Background: an optimization exercise with open tools, aiming at small area. Do not read the settings as production practice.
Only simulation tests tie the RTL to the original design; equivalence was not proved.
The clock port is modelled as an ideal driver; clocking choices that lean on that would not hold on a real chip.
Power and IR drop assume default switching activity.

**flow/flow/run.sh**
```bash
#!/bin/bash
set -euo pipefail
export CTS_ARGS="-sink_clustering_enable -repair_clock_nets -sink_clustering_size 24 -sink_clustering_max_diameter 80 -dont_use_dummy_load"
bash standard.sh > standard.log 2>&1
```
**flow/design.v**
```verilog
module pipeline_core #(
  parameter int DATA_W     = 32,
  parameter int IMEM_DEPTH = 16,
  parameter int DMEM_DEPTH = 16
) (
  input  logic                              clk,
  input  logic                              reset,
  input  logic                              imem_we,
  input  logic [$clog2(IMEM_DEPTH)-1:0]     imem_addr,
  input  logic [31:0]                       imem_wdata,
  output logic [DATA_W-1:0]                 result,
  output logic                              wb_valid,
  output logic [4:0]                        wb_reg,
  output logic [$clog2(IMEM_DEPTH)-1:0]     pc,
  output logic                              stall,
  output logic                              halted
);
  localparam int IMEM_AW = $clog2(IMEM_DEPTH);
  localparam int DMEM_AW = $clog2(DMEM_DEPTH);
  localparam int IW = 28;
  logic [IW-1:0]      imem [IMEM_DEPTH];
  logic [DATA_W-1:0]  dmem [DMEM_DEPTH];
  logic [DATA_W-1:0]  rf   [1:31];
  logic [31:1]        rfValid_q;
  logic [5:0]    wOp, wFn;
  logic [1:0]    wKind;
  logic [2:0]    wSub;
  logic [IW-1:0] wEnc;
  assign wOp = imem_wdata[31:26];
  assign wFn = imem_wdata[5:0];
  always_comb begin
    case (wOp)
      6'b001000: wKind = 2'b01;
      6'b100011: wKind = 2'b10;
      6'b101011: wKind = 2'b11;
      default:   wKind = 2'b00;
    endcase
    if (wOp == 6'b000000) begin
      case (wFn)
        6'b100000: wSub = 3'b100;
        6'b100010: wSub = 3'b101;
        6'b100100: wSub = 3'b110;
        6'b100101: wSub = 3'b111;
        default:   wSub = 3'b010;
      endcase
    end else if (wOp == 6'b111111) begin
      wSub = 3'b001;
    end else begin
      wSub = 3'b000;
    end
  end
  assign wEnc = {wKind, imem_wdata[25:3], (wKind == 2'b00) ? wSub : imem_wdata[2:0]};
  logic [IMEM_AW-1:0] pc_q;
  logic               haltSeen_q;
  logic [1:0]         haltCnt_q;
  logic [IW-1:0]      fetch;
  logic [IMEM_DEPTH-1:0] fetchSel;
  always_comb
    for (int i = 0; i < IMEM_DEPTH; i++) fetchSel[i] = (pc_q == IMEM_AW'(i));
  logic [IMEM_DEPTH*IW-1:0] imemFlat;
  for (genvar i = 0; i < IMEM_DEPTH; i++) begin : imem_flat
    assign imemFlat[i*IW +: IW] = imem[i];
  end
  pc_rdmux #(.N(IMEM_DEPTH), .W(IW)) u_fetch (.sel(fetchSel), .words(imemFlat), .q(fetch));
  logic [1:0]  idKind_q;
  logic [2:0]  idSub_q;
  logic [22:0] idF_q;        
  logic [4:0]  idRs, idRt, idRd;
  logic        idIsR, idFnValid, idAddi, idLw, idSw, idUsesRt, idHalt, loadUse;
  logic [25:0] idFields;
  logic        exRegWrite_q, exLoad_q, exStore_q, exImmOnly_q;
  logic [1:0]  exAluOp_q;
  logic [25:0] exF_q;
  assign idFields  = {idF_q, idSub_q};
  assign idRs      = idFields[25:21];
  assign idRt      = idFields[20:16];
  assign idRd      = idFields[15:11];
  assign idAddi    = (idKind_q == 2'b01);
  assign idLw      = (idKind_q == 2'b10);
  assign idSw      = (idKind_q == 2'b11);
  assign idIsR     = (idKind_q == 2'b00) && (idSub_q[2] || idSub_q[1]);
  assign idFnValid = (idKind_q == 2'b00) && idSub_q[2];
  assign idHalt    = (idKind_q == 2'b00) && (idSub_q == 3'b001);
  assign idUsesRt  = idIsR || idSw;
  assign loadUse = exLoad_q &&
                   ((idRs == exF_q[20:16]) || (idUsesRt && (idRt == exF_q[20:16])));
  always_ff @(posedge clk or negedge reset) begin
    if (!reset) begin
      pc_q       <= '0;
      idKind_q   <= '0;
      idSub_q    <= '0;
      haltSeen_q <= 1'b0;
      haltCnt_q  <= '0;
    end else begin
      if (!loadUse) begin
        if (haltSeen_q || idHalt) begin
          idKind_q   <= '0;
          idSub_q    <= '0;
          haltSeen_q <= 1'b1;
        end else begin
          idKind_q <= fetch[27:26];
          idSub_q  <= fetch[2:0];
          pc_q     <= pc_q + 1'b1;
        end
      end
      if (haltSeen_q && haltCnt_q != 2'd3) haltCnt_q <= haltCnt_q + 1'b1;
    end
  end
  always_ff @(posedge clk) begin
    if (!loadUse) idF_q <= fetch[25:3];
  end
  always_ff @(posedge clk or negedge reset) begin
    if (!reset) begin
      exRegWrite_q <= 1'b0;
      exLoad_q     <= 1'b0;
      exStore_q    <= 1'b0;
      exImmOnly_q  <= 1'b0;
      exAluOp_q    <= '0;
    end else if (loadUse) begin
      exRegWrite_q <= 1'b0;
      exLoad_q     <= 1'b0;
      exStore_q    <= 1'b0;
      exImmOnly_q  <= 1'b0;
      exAluOp_q    <= '0;
    end else begin
      exRegWrite_q <= (idFnValid && (idRd != 5'd0)) || ((idAddi || idLw) && (idRt != 5'd0));
      exLoad_q     <= idLw && (idRt != 5'd0);
      exStore_q    <= idSw;
      exImmOnly_q  <= idAddi || idLw;
      exAluOp_q    <= idFnValid ? idSub_q[1:0] : 2'd0;
    end
  end
  always_ff @(posedge clk) exF_q <= idFields;
  logic [4:0]         exRt, exDest;
  logic [DATA_W-1:0]  opA, opRt, aluOut;
  logic [DMEM_AW-1:0] exAddr;
  logic               fwdA_q, fwdB_q;
  logic [3:0]         rsHi_q, rtHi_q;    
  logic [7:0]         rsLo_q, rtLo_q;    
  logic               memRegWrite_q, memStore_q, memLoad_q;
  logic [DATA_W-1:0]  memData_q;
  logic [DMEM_AW-1:0] memAddr_q;
  logic [4:0]         memDest_q;
  assign exRt   = exF_q[20:16];
  assign exDest = exImmOnly_q ? exRt : exF_q[15:11];
  always_ff @(posedge clk) begin
    fwdA_q  <= exRegWrite_q && (exDest == idRs);
    fwdB_q  <= exRegWrite_q && (exDest == idRt) && !(idAddi || idLw);
    for (int j = 0; j < 4; j++) begin
      rsHi_q[j] <= (idRs[4:3] == 2'(j)) && !(exRegWrite_q && (exDest == idRs));
      rtHi_q[j] <= (idRt[4:3] == 2'(j)) && !(exRegWrite_q && (exDest == idRt)) &&
                   !(idAddi || idLw);
    end
    for (int j = 0; j < 8; j++) begin
      rsLo_q[j] <= (idRs[2:0] == 3'(j));
      rtLo_q[j] <= (idRt[2:0] == 3'(j));
    end
  end
  logic [31:0] selA, selB;
  always_comb begin
    for (int i = 1; i < 32; i++) begin
      selA[i-1] = rsHi_q[i/8] && rsLo_q[i%8] && rfValid_q[i];
      selB[i-1] = rtHi_q[i/8] && rtLo_q[i%8] && rfValid_q[i];
    end
    selA[31] = fwdA_q;
    selB[31] = fwdB_q;
  end
  logic [32*DATA_W-1:0] rdWords;
  for (genvar i = 1; i < 32; i++) begin : rf_flat
    assign rdWords[(i-1)*DATA_W +: DATA_W] = rf[i];
  end
  assign rdWords[31*DATA_W +: DATA_W] = memData_q;
  pc_rdmux #(.N(32), .W(DATA_W)) u_rdA (.sel(selA), .words(rdWords), .q(opA));
  pc_rdmux #(.N(32), .W(DATA_W)) u_rdB (.sel(selB), .words(rdWords), .q(opRt));
  pc_alu #(.W(DATA_W)) u_alu (.op(exAluOp_q), .pass(exStore_q), .immOnly(exImmOnly_q),
                              .imm(exF_q[15:0]), .a(opA), .rt(opRt), .y(aluOut));
  assign exAddr = opA[DMEM_AW-1:0] + exF_q[DMEM_AW-1:0];
  always_ff @(posedge clk or negedge reset) begin
    if (!reset) begin
      memRegWrite_q <= 1'b0;
      memStore_q    <= 1'b0;
      memLoad_q     <= 1'b0;
    end else begin
      memRegWrite_q <= exRegWrite_q;
      memStore_q    <= exStore_q;
      memLoad_q     <= exLoad_q;
    end
  end
  always_ff @(posedge clk) begin
    memData_q <= aluOut;
    memAddr_q <= exAddr;
    memDest_q <= exDest;
  end
  logic [DMEM_AW-1:0]   memAddr;
  logic [DMEM_DEPTH:0]  memSel;
  logic [DATA_W-1:0]    memResult;
  assign memAddr = memAddr_q;
  always_comb begin
    for (int i = 0; i < DMEM_DEPTH; i++) memSel[i] = memLoad_q && (memAddr == DMEM_AW'(i));
    memSel[DMEM_DEPTH] = !memLoad_q;
  end
  logic [(DMEM_DEPTH+1)*DATA_W-1:0] memWords;
  for (genvar i = 0; i < DMEM_DEPTH; i++) begin : dmem_flat
    assign memWords[i*DATA_W +: DATA_W] = dmem[i];
  end
  assign memWords[DMEM_DEPTH*DATA_W +: DATA_W] = memData_q;
  pc_rdmux #(.N(DMEM_DEPTH+1), .W(DATA_W)) u_load (.sel(memSel), .words(memWords), .q(memResult));
  always_ff @(posedge clk) begin
    if (imem_we) imem[imem_addr] <= wEnc;
    if (memStore_q) dmem[memAddr] <= memData_q;
  end
  always_ff @(posedge clk) begin
    for (int i = 1; i < 32; i++)
      if (memRegWrite_q && (memDest_q == 5'(i))) rf[i] <= memResult;
  end
  always_ff @(posedge clk or negedge reset) begin
    if (!reset) begin
      rfValid_q <= '0;
    end else begin
      for (int i = 1; i < 32; i++)
        if (memRegWrite_q && (memDest_q == 5'(i))) rfValid_q[i] <= 1'b1;
    end
  end
  logic               wbRegWrite_q;
  logic [DATA_W-1:0]  wbData_q;
  logic [4:0]         wbDest_q;
  always_ff @(posedge clk or negedge reset) begin
    if (!reset) wbRegWrite_q <= 1'b0;
    else        wbRegWrite_q <= memRegWrite_q;
  end
  always_ff @(posedge clk) begin
    wbData_q <= memResult;
    wbDest_q <= memDest_q;
  end
  logic [DATA_W-1:0]  result_q;
  logic               wbValid_q;
  logic [4:0]         wbReg_q;
  always_ff @(posedge clk or negedge reset) begin
    if (!reset) begin
      result_q  <= '0;
      wbValid_q <= 1'b0;
      wbReg_q   <= '0;
    end else begin
      wbValid_q <= wbRegWrite_q;
      if (wbRegWrite_q) begin
        result_q <= wbData_q;
        wbReg_q  <= wbDest_q;
      end
    end
  end
  assign result   = result_q;
  assign wb_valid = wbValid_q;
  assign wb_reg   = wbReg_q;
  assign pc       = pc_q;
  assign stall    = loadUse;
  assign halted   = (haltCnt_q == 2'd3);
endmodule
module pc_rdmux #(
  parameter int N = 16,
  parameter int W = 32
) (
  input  logic [N-1:0] sel,
  input  logic [N*W-1:0] words,
  output logic [W-1:0] q
);
  localparam int G = (N + 2) / 3;
  logic [W-1:0] grpN [G];
  for (genvar g = 0; g < G; g++) begin : grp
    if (3 * g + 2 < N) begin : full
      for (genvar b = 0; b < W; b++) begin : bit_
        pc_aoi222 u (.a0(sel[3*g]),   .b0(words[(3*g)*W+b]),
                     .a1(sel[3*g+1]), .b1(words[(3*g+1)*W+b]),
                     .a2(sel[3*g+2]), .b2(words[(3*g+2)*W+b]),
                     .y(grpN[g][b]));
      end
    end else if (3 * g + 1 < N) begin : two
      for (genvar b = 0; b < W; b++) begin : bit_
        pc_aoi22 u (.a0(sel[3*g]),   .b0(words[(3*g)*W+b]),
                    .a1(sel[3*g+1]), .b1(words[(3*g+1)*W+b]),
                    .y(grpN[g][b]));
      end
    end else begin : one
      assign grpN[g] = ~(words[3*g*W +: W] & {W{sel[3*g]}});
    end
  end
  always_comb begin
    q = '0;
    for (int g = 0; g < G; g++) q = q | ~grpN[g];
  end
endmodule
module pc_aoi222 (
  input  logic a0, b0, a1, b1, a2, b2,
  output logic y
);
  assign y = ~((a0 & b0) | (a1 & b1) | (a2 & b2));
endmodule
module pc_aoi22 (
  input  logic a0, b0, a1, b1,
  output logic y
);
  assign y = ~((a0 & b0) | (a1 & b1));
endmodule
module pc_alu #(
  parameter int W = 32
) (
  input  logic [1:0]   op,
  input  logic         pass,
  input  logic         immOnly,
  input  logic [15:0]  imm,
  input  logic [W-1:0] a,
  input  logic [W-1:0] rt,
  output logic [W-1:0] y
);
  logic         sub, isSum, isAnd, isOr;
  logic [W-1:0] b, sum;
  logic [W:0]   sumC;
  assign sub   = (op == 2'd1);
  assign isAnd = (op == 2'd2);
  assign isOr  = (op == 2'd3);
  assign isSum = !op[1] && !pass;
  assign b     = (rt ^ {W{sub}}) | (immOnly ? W'($signed(imm)) : '0);
  assign sumC  = {a, 1'b1} + {b, sub};
  assign sum   = sumC[W:1];
  assign y = ({W{isSum}} & sum) | ({W{isAnd}} & (a & rt)) | ({W{isOr}} & (a | rt)) |
             ({W{pass}} & rt);
endmodule
```
**flow/constraint.sdc**
```tcl
create_clock -name core_clock -period 5.5 [get_ports {clk}]
set_input_delay 1.1000 -clock core_clock [delete_from_list [all_inputs] [get_ports {clk}]]
set_output_delay 1.1000 -clock core_clock [all_outputs]
set_load 0.01 [all_outputs]
```
**flow/config.mk**
```make
export PLATFORM = sky130hd
export DESIGN_NAME = pipeline_core
export DESIGN_NICKNAME = pipeline_core
export VERILOG_FILES = /design/flow/design.v
export SDC_FILE = /design/flow/constraint.sdc
export NUM_CORES = 4
export LEC_CHECK = 0
export CAP_MARGIN = 0
export CORE_MARGIN = 2
export CORE_UTILIZATION = 66
export CTS_CLUSTER_DIAMETER = 80
export CTS_CLUSTER_SIZE = 24
export SLEW_MARGIN = 0
export SYNTH_HIERARCHICAL = 1
export SYNTH_MINIMUM_KEEP_SIZE = 0
```
**flow/standard.sh**
```bash
#!/bin/bash
# synth_recipe.tcl (not shown) runs the flow's synth.tcl, then flattens the netlist and writes it again
# the make line also repeats each setting of config.mk as NAME=value (left out here)
make -C /OpenROAD-flow-scripts/flow DESIGN_CONFIG=/design/flow/config.mk WORK_HOME=/design/flow/orfs CLKGATE_MAP_FILE= SYNTH_SCRIPT=/design/flow/synth_recipe.tcl "${@:-finish}"
```
==> impl_metrics.ini, run 1 <==
[run_status]
status = complete, no violations

[yosys]
mappedNetlistNets = 4614
synth_largest_area_cell = edfxtp_1
asyncSetResetFlopFracSynth_pct = 4.15
synth_top_cell_area_share_pct = 71.4
synthesis.area_per_instance_um2 = 18.3
synth_area_um2 = 83100
synth.distinct_cells = 73
postSynthRegisterBits = 2191
post_synth_main_area_contributors = edfxtp_1, a222oi_1, dfxtp_1
synthFlopType = edfxtp_1
synth_warnings = 15
yosysSeqAreaShare_pct = 77.2
synth_edf_count = 1975
syn-instance-count = 4530

[grt]
antenna_found_initial = 19
grt_pass1_vias = 50723
largest_net_degree_at_the_start_of_global_routing = 49
grt_first_pass_wirelength_um = 353000
grt.total_usage_pct = 38.2
grt.overflow.total = 0

[power]
max-vdd-ir-drop_mv = 0.432
power.density_nw_per_um2 = 482
design_power_total_mw = 43.6
leakagePower_nw = 28.8

[floorplan]
die_h_um = 359
io-pin-count = 83
die_ar_um2 = 129000
initial_core_util_pct = 66.3
die_width_um = 359
floorplan.rows = 130
floorplan.core_area_um2 = 125000

[clock_tree]
htreeDepth = 3
clk_pin_slew_worst_paths_ps = 100
cts_root_buf = clkbuf_16
tritoncts_num_sinks = 2191
tritoncts_clock_tree = done
number_of_buffers_between_clock_root_and_the_deepest_sink = 3
tritoncts.num_buffers = 104
cts_setup_buffers = 0
post_cts.resized_instances = 0
clk-insertion-delay-late_ps = 750
ctsHoldBuffers = 0

[routing]
vias = 53616
count_of_tritonroute_iterations_in_the_first_routing_pass = 13
routed_via_density = 8.20
routedWlPerCell_um = 38.1
drc_errors = 0
route.antenna.remaining_nets = 0
detail_route.wirelength_um = 249000
detailedRoute.firstIterationViolations = 13472

[worst_setup_path]
critical_path_class = reg -> reg
arrival_time_of_the_worst_setup_path_ps = 5690
timing.critical_path.from_type = flip-flop
slowest_stage = a222oi_1
critical_path.n_buffers_inverters = 1
crit_path_max_fanout = 24
end_kind = flip-flop
path_common_cell = a21oi_1
startpoint_of_the_worst_register_to_register_path = rsLo_q[6]$_DFF_P_
critPathRequiredTime_ps = 6070
timing.critical_path.max_delay_family = compound AO/OA/AOI/OAI gates
critical_path_cell_by_cell = and3_1 -> buf_4 -> a222oi_1 -> nand3_1 -> or3_1 -> ha_1 -> a21oi_1 -> a2bb2oi_1 -> nand4b_4 -> a21oi_1 -> o21ai_1 -> a21oi_1 -> xor2_1 -> o21ai_1
cp_slowest_stage_delay_ps = 720
crit_path_start = rsLo_q[6]$_DFF_P_

[placed_design]
dp_worst_setup_slack_ps = 770
place_hpwl_um = 153000
gp_routability_congestion = 1.01
io_buffers = 82
dpl.cell_count = 6430

[timing]
finalSetupViolCount = 0
finalHoldViolCount = 0
final.setup.worst_slack_ps = 382
clock.fmax_mhz = 195
fin_skew_ps = 58.3
setup_tns_ps = 0
timing_worst_slew_pin_value_ps = 1370
layout_min_cycle_time_ps = 5120
drv_slew = 0
layout_worst_path_cycle_share_pct = 93.1
rsz0062_at_grt = no
final.hold.worst_slack_ps = 343
maxSlewHeadroom_pct = 8.34

[layout]
instances_no_fill = 6542
final_nets = 4970
final_layout_size_suffix_gt1_share_pct = 12.3
n_fill_cell = 7685
multiInputGateArea_um2 = 19200
area_of_all_sequential_standard_cells_um2 = 64100
layout-area-overhead-vs-synth_pct = 9.00

[run]
cap_viol_max_count = 0

[hold_path]
worst_hold_launch = idF_q[1]$_DFFE_PN_
hold_path_class = reg -> reg
==> Yosys stat by module (local to each module, per instance), excerpt <==
module	area, um^2	cells inside
pc_aoi22	12.5	1
pipeline_core	67000	2637
pc_aoi222	10.0	1
==> sequential cells by signal (all words and copies together), names as in the netlist, 23 cells and up <==
register and count:
idF_q 23, imem 448, wbData_q 32, rf 992, result_q 32, memData_q 32
dmem 512, rfValid_q 31
==> layout make-up <==
cell class	instances	area share, %
Antenna cell	8	0.0221
Timing Repair Buffer	300	2.71
Multi-Input combinational cell	2266	21.2
Clock buffer	104	2.87
Sequential cell	2191	70.8
Tap cell	1650	2.28
Inverter	23	0.0953
==> logic make-up (layout without fill, tap and decap cells) <==
group	Yosys count	count (layout)	synth area share, %
AO/OA/AOI/OAI	1213	1213	14.2
XOR/XNOR	88	88	0.928
adder cells (fa/ha/maj)	75	75	1.06
buffers and inverters	73	427	0.387
flip-flops	2191	2191	77.2
multiplexers	49	49	0.667
other	0	8	0
AND/OR/NAND/NOR	841	841	5.64
==> layer usage <==
layer  part of all wire [%]  GRT usage, %  vias to the layer above
met5                  0.043             0                        -
met4                    5.8          18.3                       16
met3                     14          8.50                      815
met2                     45          57.3                     4787
met1                     35          54.2                    26594
li1                       -             -                    21404
==> power breakdown <==
group	switching [mW]	internal, mW
logic	8.86	4.07
registers	1.04	21.5
clock network	4.77	3.37
==> synthesized netlist by cell type (39+ instances only) <==
cell type  instances
a222oi_1         941
a22oi_2           96
and3_1           101
dfrtp_1           91
dfxtp_1          125
edfxtp_1        1975
ha_1              43
mux2_2            39
nand2_1          132
nand3_1          113
nand4_1          163
nor2_1           108
or3_1             68
xnor2_1           62
==> through the flow <==
| stage | area (um^2) | utilization [%] |
|---|---|---|
| floorplan | 83100 | - |
| global placement | 87900 | 70.2 |
| detailed placement | 87900 | 70.2 |
| CTS | 90500 | 72.3 |
| global route | 90500 | 72.3 |
| finish | 90500 | 72.3 |
==> final timing paths <==
check | slack, ps | depth (start not counted) | end
worst min-delay path | 340 | 0 | exF_q[4]$_DFF_P_
worst max-delay path | 380 | 14 | memData_q[24]$_DFF_P_
max in group asynchronous | 3700 | 2 | rfValid_q[23]$_DFFE_PN0P_
min in group asynchronous | 520 | 1 | result_q[24]$_DFFE_PN0P_
worst max register to register | 380 | 14 | memData_q[24]$_DFF_P_
worst min register to register | 340 | 0 | exF_q[4]$_DFF_P_
==> layout by cell type, fill, tap and decap left out, drive strengths merged, types with 15 or more instances in the layout <==
| cell | instances |
|---|---|
| xor2 | 26 |
| a21o | 21 |
| or3 | 68 |
| clkdlybuf4s50 | 81 |
| or2 | 34 |
| nor2 | 110 |
| xnor2 | 62 |
| dfrtp | 91 |
| ha | 43 |
| clkbuf | 104 |
| nand4 | 163 |
| a22oi | 125 |
| and4 | 34 |
| a222oi | 941 |
| nand3 | 113 |
| o21ai | 48 |
| a21oi | 37 |
| mux2 | 39 |
| dfxtp | 125 |
| maj3 | 30 |
| and3 | 101 |
| buf | 219 |
| inv | 23 |
| nor3 | 15 |
| nand2 | 132 |
| edfxtp | 1975 |
| and2 | 16 |
==> run 2: changes to the inputs <==
==> flow/flow/run.sh (replaced) <==
#!/bin/bash
set -euo pipefail
export CTS_ARGS="-sink_clustering_enable -repair_clock_nets -sink_clustering_size 28 -sink_clustering_max_diameter 80 -dont_use_dummy_load"
bash standard.sh > standard.log 2>&1
--- a/flow/config.mk
+++ b/flow/config.mk
@@ -10,5 +10,5 @@
 export CORE_UTILIZATION = 66
 export CTS_CLUSTER_DIAMETER = 80
-export CTS_CLUSTER_SIZE = 24
+export CTS_CLUSTER_SIZE = 28
 export SLEW_MARGIN = 0
 export SYNTH_HIERARCHICAL = 1
==> run 2 against run 1 <==
Compared with the run above: still clean; total power is 0.83% lower; clock skew up 27 ps; global-route usage shrank 0.14 points; die area stayed put; clock power fell by 3.8%; sequential share of layout area up 0.16 points; critical path depth unchanged; final area decreased by 0.23%; count of clock-buffer cells in the layout down 8; largest power group unchanged.
==> impl_metrics.ini, run 2 <==
[yosys]
post-synth-top-count-cell = edfxtp_1
syn-instance-count = 4530
synth_warnings = 15
synth.distinct_cells = 73
asyncSetResetFlopFracSynth_pct = 4.15
synth_edf_count = 1975
synthFlopType = edfxtp_1
synth_top_cell_area_share_pct = 71.4
postSynthRegisterBits = 2191
mappedNetlistNets = 4614
synth_largest_area_cell = edfxtp_1
synth_area_um2 = 83100
yosysSeqAreaShare_pct = 77.2
synth_commonest_cells = edfxtp_1, a222oi_1, nand4_1, nand2_1, dfxtp_1
post_synth_main_area_contributors = edfxtp_1, a222oi_1, dfxtp_1
synthesis.area_per_instance_um2 = 18.3

[floorplan]
io-pin-count = 83
die_ar_um2 = 129000
die_h_um = 359
floorplan.core_area_um2 = 125000
initial_core_util_pct = 66.3
floorplan.rows = 130
die_width_um = 359

[timing]
final.hold.worst_slack_ps = 351
drv_slew = 0
fin_skew_ps = 85.0
maxSlewHeadroom_pct = 11.5
layout_worst_path_cycle_share_pct = 91.9
rsz0062_at_grt = no
layout_min_cycle_time_ps = 5060
finalHoldViolCount = 0
finalSetupViolCount = 0
clock.fmax_mhz = 198
setup_tns_ps = 0
timing_worst_slew_pin_value_ps = 1330

[placed_design]
gp_routability_congestion = 1.01
io_buffers = 82
place_hpwl_um = 153000

[worst_setup_path]
path_common_cell = a21oi_1
timing.critical_path.max_delay_family = compound AO/OA/AOI/OAI gates
critPathRequiredTime_ps = 6030
critical_path_class = reg -> reg
end_kind = flip-flop
critical_path.n_buffers_inverters = 1
timing.critical_path.from_type = flip-flop
crit_path_max_fanout = 24
critical_path_cell_by_cell = and3_1 -> buf_4 -> a222oi_1 -> nand3_1 -> or3_1 -> ha_1 -> a21oi_1 -> a2bb2oi_1 -> nand4b_4 -> a21oi_1 -> o21ai_1 -> a21oi_1 -> xor2_1 -> o21ai_1
arrival_time_of_the_worst_setup_path_ps = 5590
cp_slowest_stage_delay_ps = 700
slowest_stage = a222oi_1

[clock_tree]
number_of_buffers_between_clock_root_and_the_deepest_sink = 3
post_cts.resized_instances = 0
tritoncts.num_buffers = 96
tritoncts_clock_tree = done
clk-insertion-delay-late_ps = 760
ctsHoldBuffers = 0
cts_setup_buffers = 0
htreeDepth = 3
clk_pin_slew_worst_paths_ps = 100
cts_root_buf = clkbuf_16
tritoncts_num_sinks = 2191

[power]
max-vdd-ir-drop_mv = 0.458
part_of_the_total_power_dissipated_in_the_clock_network_pct = 18.1
leakagePower_nw = 28.7
internal-power_mw = 28.7
netsw_mw = 14.5
power.density_nw_per_um2 = 479
share_comb_of_total_power_pct = 29.8
design_power_total_mw = 43.3
sw_share_pct = 33.6
power.share.sequential_pct = 52.1

[layout]
max_flop_register = rf
mostFrequentLayoutCells = edfxtp_1, a222oi_1, buf_4, nand4_1, nand2_1
largest_reg_flops = 992
final_layout_size_suffix_gt1_share_pct = 12.2
layout_commonest_cell = edfxtp_1
final_nets = 4962
registers_with_the_highest_flip_flop_counts = rf: 992 flops, dmem: 512 flops, imem: 448 flops
layout-area-overhead-vs-synth_pct = 8.75

[routing]
count_of_tritonroute_iterations_in_the_first_routing_pass = 14
routed_via_density = 8.19
detail_route.wirelength_um = 248000
drc_errors = 0
detailedRoute.firstIterationViolations = 13077
vias = 53505
routedWlPerCell_um = 38.0
route.antenna.remaining_nets = 0

[grt]
grt_pass1_vias = 50710
largest_net_degree_at_the_start_of_global_routing = 49
grt.overflow.total = 0
grt.total_usage_pct = 38.1
antenna_found_initial = 13
grt_first_pass_wirelength_um = 352000

[run_status]
status = complete, no violations

[run]
cap_viol_max_count = 0

[hold_path]
hold_path_class = reg -> reg
[run 2: changes by cell type in the layout (fill, tap and decap cells not counted), sizes merged]
cell / change
clkbuf: -8
diode: -3
[run 2: logic make-up (layout without fill, tap and decap cells)]
family / Yosys count / count (layout) / share of synthesized area [%]
AOI/OAI and AO/OA: 1213 / 1213 / 14.2
xor gates and xnor gates: 88 / 88 / 0.928
adders and majority gates: 75 / 75 / 1.06
buffers and inverters: 73 / 419 / 0.387
DFF: 2191 / 2191 / 77.2
muxes: 49 / 49 / 0.667
other: 0 / 5 / 0
and+or+nand+nor: 841 / 841 / 5.64
[run 2: worst paths after layout]
check / end / start / slack (ps) / cells past startpoint
setup / recovery: memData_q[28]$_DFF_P_ / rsLo_q[6]$_DFF_P_ / 440 / 14
hold / removal: exF_q[3]$_DFF_P_ / idF_q[0]$_DFFE_PN_ / 350 / 0
setup reg to reg: memData_q[28]$_DFF_P_ / rsLo_q[6]$_DFF_P_ / 440 / 14
hold reg to reg: exF_q[3]$_DFF_P_ / idF_q[0]$_DFFE_PN_ / 350 / 0
max in group asynchronous: rfValid_q[17]$_DFFE_PN0P_ / reset / 3700 / 2
min in group asynchronous: result_q[25]$_DFFE_PN0P_ / reset / 480 / 1
[run 2: layout make-up]
| cell class | count | area, um^2 |
|---|---|---|
| Sequential cell | 2191 | 64100 |
| Fill cell | 7709 | 34900 |
| Multi-Input combinational cell | 2266 | 19200 |
| Timing Repair Buffer | 300 | 2450 |
| Clock buffer | 96 | 2400 |
| Tap cell | 1650 | 2060 |
| Inverter | 23 | 86.3 |
| Antenna cell | 5 | 12.5 |
[run 2: through the flow]
stage	setup WS, ps	utilization [%]	instance area (um^2)	cells
after floorplan	1380	-	83100	4530
after global placement	736	70.2	87900	6430
after detailed placement	770	70.2	87900	6430
after CTS	718	72.1	90300	6526
after global routing	359	72.1	90300	6526
final	444	72.1	90300	6531
[run 2: modules after synthesis, one instance, submodules excluded, excerpt]
module	cells	times used	area [um^2]	flip-flops and latches
pc_aoi222	1	940	10.0	0
pc_aoi22	1	96	12.5	0
pipeline_core	2637	1	67000	2191
[run 2: power by group through the flow]
stage	Clock, mW	Combinational (mW)	Sequential [mW]
6_report	7.82	12.9	22.6
5_1_grt	8.40	13.6	22.7
4_1_cts	7.85	12.7	22.5
3_5_place_dp	0	12.7	22.9
3_3_place_gp	0	12.5	22.8
2_1_floorplan	0	6.91	22.8
[run 2: routing by layer]
layer	up-vias	routed length (um)	GRT usage [%]
met4	22	14200	18.1
li1	21379	-	-
met2	4787	112000	57.1
met3	806	35700	8.82
met5	-	140	0.185
met1	26511	86400	53.7
==> run 3: changes to the inputs <==
==> flow/flow/run.sh (replaced) <==
#!/bin/bash
set -euo pipefail
export CTS_ARGS="-sink_clustering_enable -repair_clock_nets -sink_clustering_size 32 -sink_clustering_max_diameter 80 -dont_use_dummy_load"
bash standard.sh > standard.log 2>&1
--- a/flow/config.mk
+++ b/flow/config.mk
@@ -10,5 +10,5 @@
 export CORE_UTILIZATION = 66
 export CTS_CLUSTER_DIAMETER = 80
-export CTS_CLUSTER_SIZE = 28
+export CTS_CLUSTER_SIZE = 32
 export SLEW_MARGIN = 0
 export SYNTH_HIERARCHICAL = 1
==> run 3 against run 2 <==
Compared with the run above: still clean; combinational power barely moved; worst setup slack worse by 63 ps; critical path depth unchanged; die area is the same; final cell count decreased by 0.11%; via count barely moved; wire length rose by 0.20%; global-route usage about the same; non-clock buffer count did not move; worst hold slack lost 10 ps; synthesized area unchanged; fmax is 1.2% lower; critical path type unchanged; critical endpoint unchanged; highest routed layer unchanged.
==> impl_metrics.ini, run 3 <==
[clock_tree]
cts_setup_buffers = 0
clk-insertion-delay-late_ps = 750
number_of_buffers_between_clock_root_and_the_deepest_sink = 3
ctsHoldBuffers = 0
clk_pin_slew_worst_paths_ps = 110
tritoncts_num_sinks = 2191
tritoncts.num_buffers = 89
cts_root_buf = clkbuf_16
tritoncts_clock_tree = done
post_cts.resized_instances = 0
htreeDepth = 3

[yosys]
asyncSetResetFlopFracSynth_pct = 4.15
synth_commonest_cells = edfxtp_1, a222oi_1, nand4_1, nand2_1, dfxtp_1
synth_area_um2 = 83100
yosysSeqAreaShare_pct = 77.2
synthFlopType = edfxtp_1
synth_top_cell_area_share_pct = 71.4
postSynthRegisterBits = 2191
post_synth_main_area_contributors = edfxtp_1, a222oi_1, dfxtp_1
syn-instance-count = 4530
synth_warnings = 15
post-synth-top-count-cell = edfxtp_1
synth_largest_area_cell = edfxtp_1
synth.distinct_cells = 73
mappedNetlistNets = 4614
synthesis.area_per_instance_um2 = 18.3
synth_edf_count = 1975

[routing]
routed_via_density = 8.20
drc_errors = 0
count_of_tritonroute_iterations_in_the_first_routing_pass = 14
routedLengthMet1_um = 87700
detail_route.wirelength_um = 249000
wl_met3_um = 34700
highest-signal-layer = met5
route.antenna.remaining_nets = 0
vias = 53507
met2_length_um = 113000
detailedRoute.firstIterationViolations = 13975
routedWlPerCell_um = 38.1

[run]
cap_viol_max_count = 0

[layout]
multiInputGateArea_um2 = 19200
instances_no_fill = 6524
final_layout_size_suffix_gt1_share_pct = 12.0
area_of_all_sequential_standard_cells_um2 = 64100
registers_with_the_highest_flip_flop_counts = rf: 992 flops, dmem: 512 flops, imem: 448 flops
mostFrequentLayoutCells = edfxtp_1, a222oi_1, buf_4, nand4_1, nand2_1
largest_reg_flops = 992
max_flop_register = rf
n_fill_cell = 7744
final_nets = 4955
layout-area-overhead-vs-synth_pct = 8.54
layout_commonest_cell = edfxtp_1
postLayoutCoreUtil_pct = 72.0
post-route-cell-area_um2 = 90200

[timing]
setup_tns_ps = 0
clock.fmax_mhz = 195
layout_worst_path_cycle_share_pct = 93.1
fin_skew_ps = 88.1
layout_min_cycle_time_ps = 5120
finalHoldViolCount = 0
finalSetupViolCount = 0
rsz0062_at_grt = no
maxSlewHeadroom_pct = 8.60
final.hold.worst_slack_ps = 341
drv_slew = 0
timing_worst_slew_pin_value_ps = 1370
final.setup.worst_slack_ps = 380

[power]
design_power_total_mw = 43.0
power.density_nw_per_um2 = 477
max-vdd-ir-drop_mv = 0.435
leakagePower_nw = 28.6

[worst_setup_path]
critical_path_class = reg -> reg
slowest_stage = a222oi_1
path_common_cell = a21oi_1
timing.critical_path.from_type = flip-flop
critical_path.n_buffers_inverters = 1
end_kind = flip-flop
crit_path_max_fanout = 24
arrival_time_of_the_worst_setup_path_ps = 5660
critical_path_cell_by_cell = and3_1 -> buf_4 -> a222oi_1 -> nand3_1 -> or3_1 -> ha_1 -> a21oi_1 -> a2bb2oi_1 -> nand4b_4 -> a21oi_1 -> o21ai_1 -> a21oi_1 -> xor2_1 -> o21ai_1
cp_slowest_stage_delay_ps = 720
timing.critical_path.max_delay_family = compound AO/OA/AOI/OAI gates
critPathRequiredTime_ps = 6040

[floorplan]
die_h_um = 359
die_ar_um2 = 129000
die_width_um = 359
floorplan.rows = 130
initial_core_util_pct = 66.3
io-pin-count = 83
floorplan.core_area_um2 = 125000

[placed_design]
io_buffers = 82
dpl.cell_count = 6430
place_hpwl_um = 153000
dp_worst_setup_slack_ps = 770
place_area_um2 = 87900
gp_routability_congestion = 1.01

[grt]
largest_net_degree_at_the_start_of_global_routing = 49
grt_pass1_vias = 50763
grt.total_usage_pct = 38.1
grt_first_pass_wirelength_um = 351000
antenna_found_initial = 18
grt.overflow.total = 0

[hold_path]
hold_path_class = reg -> reg

[run_status]
status = complete, no violations
==> run 3: cell counts after synthesis <==
Identical to the previous run, type by type.
==> run 3: worst register-to-register path, stage by stage, from the launching register on <==
cell and delay [ps]:
dfxtp_1 390, and3_1 380, buf_4 360, a222oi_1 730, nand3_1 380, or3_1 490
ha_1 420, a21oi_1 210, a2bb2oi_1 340, nand4b_4 220, a21oi_1 360, o21ai_1 220
a21oi_1 190, xor2_1 170, o21ai_1 70
==> run 3: worst paths after layout <==
path	to	from	depth (start not counted)	slack, ps
max	memData_q[28]$_DFF_P_	rsHi_q[2]$_DFF_P_	14	380
min	exF_q[11]$_DFF_P_	idF_q[8]$_DFFE_PN_	0	340
max reg2reg	memData_q[28]$_DFF_P_	rsHi_q[2]$_DFF_P_	14	380
min reg2reg	exF_q[11]$_DFF_P_	idF_q[8]$_DFFE_PN_	0	340
max in group asynchronous	rfValid_q[17]$_DFFE_PN0P_	reset	2	3650
min in group asynchronous	result_q[25]$_DFFE_PN0P_	reset	1	480
==> run 3: routing by layer <==
layer | up-vias | global-route usage [%]
li1 | 21348 | -
met1 | 26612 | 53.8
met2 | 4765 | 57.3
met3 | 764 | 8.88
met4 | 18 | 17.3
met5 | - | 0
==> run 3: report_power, final <==
| group | leakage, nW | switching, mW | internal (mW) | total (mW) |
|---|---|---|---|---|
| sequential | 20.0 | 1.03 | 21.5 | 22.6 |
| combinational | 7.50 | 8.84 | 4.07 | 12.9 |
| clock | 1.10 | 4.64 | 2.91 | 7.56 |
| total | 28.6 | 14.5 | 28.5 | 43.0 |
==> run 3: area by class of cell <==
cell class	count	share of cell area [%]
sequential	2191	71.1
multi-input combinational	2266	21.3
timing repair buffer	300	2.72
clock buffer	89	2.47
tap	1650	2.29
inverter	23	0.0958
antenna	5	0.0139
==> run 3: modules after synthesis (local to each module, per instance), excerpt <==
module,times used,cells,flip-flops and latches
pc_aoi22,96,1,0
pipeline_core,1,2637,2191
pc_aoi222,940,1,0
==> run 3: logic make-up (layout without fill, tap and decap cells) <==
kind of cell,count (synthesis),in the layout,share of synthesized area [%]
AOI/OAI and AO/OA,1213,1213,14.2
xor gates and xnor gates,88,88,0.928
adders and majority gates,75,75,1.06
buffers and inverters,73,412,0.387
DFF,2191,2191,77.2
muxes,49,49,0.667
other,0,5,0
and+or+nand+nor,841,841,5.64

[port drivers added, routing unchanged]
The results above use ideal ports. As a check the final layouts listed here were re-extracted and re-timed, cells and wires unchanged.
Step 1, drivers: a clkbuf_16 drives clk and a buf_2 each remaining input, both assumed.
Step 2 times the ports against the registers' clock, not the clock port: input delays grow and output delays shrink by t, the midpoint of the rising clock arrivals with the driver on.
Slacks: no drivers / after step 1 / after step 2; pairs: no drivers / after step 1.
run	shift t [ns]	setup WS [ns]	worst setup path after step 2
run 1	0.795	0.382 / 0.382 / 0.382	register to register
run 2	0.800	0.444 / 0.444 / 0.444	register to register
run 3	0.786	0.380 / 0.380 / 0.380	register to register
After both steps setup and hold are still met in every run listed.
